Background: an optimization exercise with open tools, aiming at small area, a short achievable clock period and few clock cycles. Do not read the settings as production practice. Where RTL was checked, it was by simulation tests only, not by an equivalence proof against the original. No activity file was given, so power comes from the tool's default toggle rates.

== run A ==
Design lenet_top, start of the top module:
module lenet_top
(
    input  wire                     clk,
    input  wire                     rst,
    input  wire lenet_pkg::mem_wr_t img_wr,
    input  wire lenet_pkg::kernel_t kernel,
    input  wire                     start,
    output logic                    busy,
    output logic                    finish,
    output lenet_pkg::pool_result_t result
);
Settings: LEC_CHECK=0, CAP_MARGIN=20, CORE_MARGIN=2, CORE_UTILIZATION=40, SLEW_MARGIN=20, SYNTH_HIERARCHICAL=1, SYNTH_MINIMUM_KEEP_SIZE=0; clock period 10.0 ns.
standard.sh (not shown) runs the stock make flow with config.mk's settings and CLKGATE_MAP_FILE= SYNTH_SCRIPT=/design/flow/synth_recipe.tcl, a recipe that flattens the netlist after the stock synthesis.
==> flow/flow/run.sh <==
#!/bin/bash
set -euo pipefail
MARGIN=6.3
sed "s/\"\${@:-finish}\"/SETUP_SLACK_MARGIN=${MARGIN} \"\${@:-finish}\"/" standard.sh > standard_margin.sh
grep -q "SETUP_SLACK_MARGIN=${MARGIN}" standard_margin.sh
bash standard_margin.sh > standard_margin.log 2>&1
Testbench counts of run A, summed over its fixed seeds: cycles 9,696.
Relative to run A, the following input files were edited for run B:
# run A
export LEC_CHECK = 0
export CAP_MARGIN = 20
export CORE_MARGIN = 2
export CORE_UTILIZATION = 40
export SLEW_MARGIN = 20
export SYNTH_HIERARCHICAL = 1
export SYNTH_MINIMUM_KEEP_SIZE = 0
create_clock -name core_clock -period 10.0 [get_ports {clk}]
# run B
export LEC_CHECK = 0
export CAP_MARGIN = 20
export CORE_MARGIN = 2
export CORE_UTILIZATION = 40
export CTS_BUF_LIST = sky130_fd_sc_hd__clkbuf_4 sky130_fd_sc_hd__clkbuf_8
export SLEW_MARGIN = 20
export SYNTH_HIERARCHICAL = 1
export SYNTH_MINIMUM_KEEP_SIZE = 0
create_clock -name core_clock -period 10.0 [get_ports {clk}]
==> flow/flow/run.sh <==
#!/bin/bash
set -euo pipefail
MARGIN=6.6
sed "s/\"\${@:-finish}\"/SETUP_SLACK_MARGIN=${MARGIN} \"\${@:-finish}\"/" standard.sh > standard_margin.sh
grep -q "SETUP_SLACK_MARGIN=${MARGIN}" standard_margin.sh
bash standard_margin.sh > standard_margin.log 2>&1
## What came out
Number of sinks on the clock net: run B vs run A identical. Total track usage, run A and run B: smaller value in run A. In run B the setup slack turned out 0.19 ns higher than in run A. Compare run A and run B | clock power share higher: run A. NOTE non-clock buffer count run A->run B decreased by a few percent.
Input-level comparison between run C and run B:
# run B
export LEC_CHECK = 0
export CAP_MARGIN = 20
export CORE_MARGIN = 2
export CORE_UTILIZATION = 40
export CTS_BUF_LIST = sky130_fd_sc_hd__clkbuf_4 sky130_fd_sc_hd__clkbuf_8
export SLEW_MARGIN = 20
export SYNTH_HIERARCHICAL = 1
export SYNTH_MINIMUM_KEEP_SIZE = 0
create_clock -name core_clock -period 10.0 [get_ports {clk}]
# run C
export LEC_CHECK = 0
export CAP_MARGIN = 20
export CORE_MARGIN = 2
export CORE_UTILIZATION = 40
export SLEW_MARGIN = 20
export SYNTH_HIERARCHICAL = 1
export SYNTH_MINIMUM_KEEP_SIZE = 0
create_clock -name core_clock -period 10.0 [get_ports {clk}]
Of run C and run B, the higher number of non-clock buffers in the layout belongs to run B.
Run comparison: run B standard cell with the maximum stage delay on the critical path edfxtp_1; run C standard cell with the maximum stage delay on the critical path fa_2
On fraction of the cycle the final worst path needs, run C and run B are neck and neck.
[diff] total wire length after detailed routing, run C relative to run B: improvement

lenet_top, a different RTL version from the one above (not shown whole).
Size: about 1100 flip-flops, roughly 170 I/O pins, roughly 68000 sq um of cells after synthesis.
==> flow/design.v (excerpt) <==
module lenet_top
(
    input  wire                     clk,
    input  wire                     rst,
    input  wire lenet_pkg::mem_wr_t img_wr,
    input  wire lenet_pkg::kernel_t kernel,
    input  wire                     start,
    output logic                    busy,
    output logic                    finish,
    output lenet_pkg::pool_result_t result
);
Settings: LEC_CHECK=0, CAP_MARGIN=20, CORE_MARGIN=2, CORE_UTILIZATION=40, CTS_CLUSTER_DIAMETER=100, CTS_CLUSTER_SIZE=30, SLEW_MARGIN=20, SYNTH_HIERARCHICAL=1, SYNTH_MINIMUM_KEEP_SIZE=0; clock period 10.0 ns.
==> flow/flow/run.sh <==
#!/bin/bash
set -euo pipefail
MARGIN=6.6
sed "s/\"\${@:-finish}\"/SETUP_SLACK_MARGIN=${MARGIN} \"\${@:-finish}\"/" standard.sh > standard_margin.sh
grep -q "SETUP_SLACK_MARGIN=${MARGIN}" standard_margin.sh
bash standard_margin.sh > standard_margin.log 2>&1
Edit:
--- a/flow/config.mk
+++ b/flow/config.mk
@@ -10,4 +10,2 @@
 export CORE_UTILIZATION = 40
-export CTS_CLUSTER_DIAMETER = 100
-export CTS_CLUSTER_SIZE = 30
 export SLEW_MARGIN = 20
Routed wire length drops by 0.80%; maximum frequency climbs by about 2.5%; register-to-register slack gets better by 0.09 ns.
No run of this note included a check of the RTL's function; only the layout flow was run.

Another version of the RTL of lenet_top (not shown whole).
For scale: ~5000 cells after synthesis, ~66000 um2 of cells after synthesis.
clock: 10.0 ns
lec_check: 0
cap_margin: 20
core_margin: 2
core_utilization: 60
place_density: 0.72
slew_margin: 20
synth_hierarchical: 1
synth_minimum_keep_size: 0
==> flow/flow/run.sh <==
#!/bin/bash
set -euo pipefail
MARGIN=6.7
sed "s/\"\${@:-finish}\"/SETUP_SLACK_MARGIN=${MARGIN} BUFFER_PORTS_ARGS='-buffer_cell sky130_fd_sc_hd__buf_2' \"\${@:-finish}\"/" standard.sh > standard_margin.sh
grep -q "SETUP_SLACK_MARGIN=${MARGIN}" standard_margin.sh
bash standard_margin.sh synth > standard_synth.log 2>&1
openroad -no_init -exit flow/downsize.tcl > downsize.log 2>&1
bash standard_margin.sh > standard_margin.log 2>&1
==> flow/flow/downsize.tcl <==
# swap oversized combinational cells of the synthesized netlist for their
# smallest drive strength (same function); registers are not touched
set res orfs/results/$::env(FLOW_PLATFORM)/lenet_top/base
read_liberty $::env(FLOW_HOME)/platforms/$::env(FLOW_PLATFORM)/lib/sky130_fd_sc_hd__tt_025C_1v80.lib
read_db $res/1_synth.odb
set swaps {sky130_fd_sc_hd__a22oi_2 sky130_fd_sc_hd__a22oi_1}
set n 0
foreach inst [get_cells *] {
  set master [get_property [get_lib_cells -of_objects $inst] name]
  if {[dict exists $swaps $master]} {
    replace_cell $inst [dict get $swaps $master]
    incr n
  }
}
puts "downsized $n cells"
write_db $res/1_synth.odb
The baseline produced a clean layout.
Testbench counts at the start, summed over its fixed seeds: cycles 9,456.
Change:
CORE_UTILIZATION = 40   (was 60)
PLACE_DENSITY = not set   (was 0.72)
Effect: The new run finished clean; total power is lower by 0.74%; die area is higher by about 50%; clock power is higher by about 3%; worst setup slack loses 0.022 ns; area after synthesis is unchanged; final area is higher by 1.7%; flip-flop and latch count stays the same; sequential power stays flat; hold slack is about the same; critical path depth is higher by 2.
Change:
CORE_UTILIZATION = 70   (was 40)
PLACE_DENSITY = 0.8   (was not set)
- The new run completed without violations
- setup slack gets worse by 0.035 ns
- area after synthesis does not change
- first-iteration DRC count is higher by 24%
- routed wire length is lower by 6.5%
- critical path depth is lower by 2
- clock power is lower by 8.2%
- utilization is higher by 32 points
- cell count is lower by 13%
- die area is lower by 42%
- sequential cell count is unchanged
- sequential share of layout area is higher by 0.89 points

## what the ideal ports hide
Ports are ideal in the flow. The routed layouts listed here were re-timed in OpenROAD. Step 1 sets driving cells, clkbuf_16 on the clock port and buf_2 on the other inputs (assumed; they add their load-dependent delay and slew). Step 2 moves the port delays by t, midway between the first and last clock arrival at a register: inputs arrive t later, outputs are due t later. That takes back most of the time a late clock gives input paths. Slacks: no drivers / after step 1 / after step 2; pairs: no drivers / after step 1.
run | shift t [ns] | setup WS [ns] | worst hold slack (ns) | clock arrival spread, ns | pins driven straight from the clock port
run A | 0.865 | 6.337 / 6.300 / 6.337 | 0.318 / 0.318 / 0.318 | 0.049 / 0.049 | 1
run B | 1.035 | 6.527 / 6.449 / 6.555 | 0.314 / 0.314 / 0.314 | 0.070 / 0.071 | 1
run C | 0.873 | 6.521 / 6.437 / 6.521 | 0.320 / 0.320 / 0.320 | 0.042 / 0.042 | 1
the first run of note 2 | 0.794 | 6.369 / 6.369 / 5.775 | 0.338 / 0.338 / 0.338 | 0.057 / 0.056 | 1
the second run of note 2 | 0.853 | 6.458 / 6.458 / 5.754 | 0.318 / 0.318 / 0.318 | 0.066 / 0.065 | 1
the first run of note 3 | 0.784 | 6.699 / 6.645 / 6.200 | 0.325 / 0.325 / 0.325 | 0.048 / 0.048 | 1
the second run of note 3 | 0.853 | 6.677 / 6.619 / 6.144 | 0.324 / 0.324 / 0.324 | 0.027 / 0.026 | 1
the third run of note 3 | 0.804 | 6.642 / 6.642 / 6.134 | 0.316 / 0.316 / 0.316 | 0.056 / 0.056 | 1
After both steps every run listed still meets setup and hold. The setup slack of the second run of note 2, which loses most, moves by 0.000 ns with the drivers and by -0.704 ns with both steps.
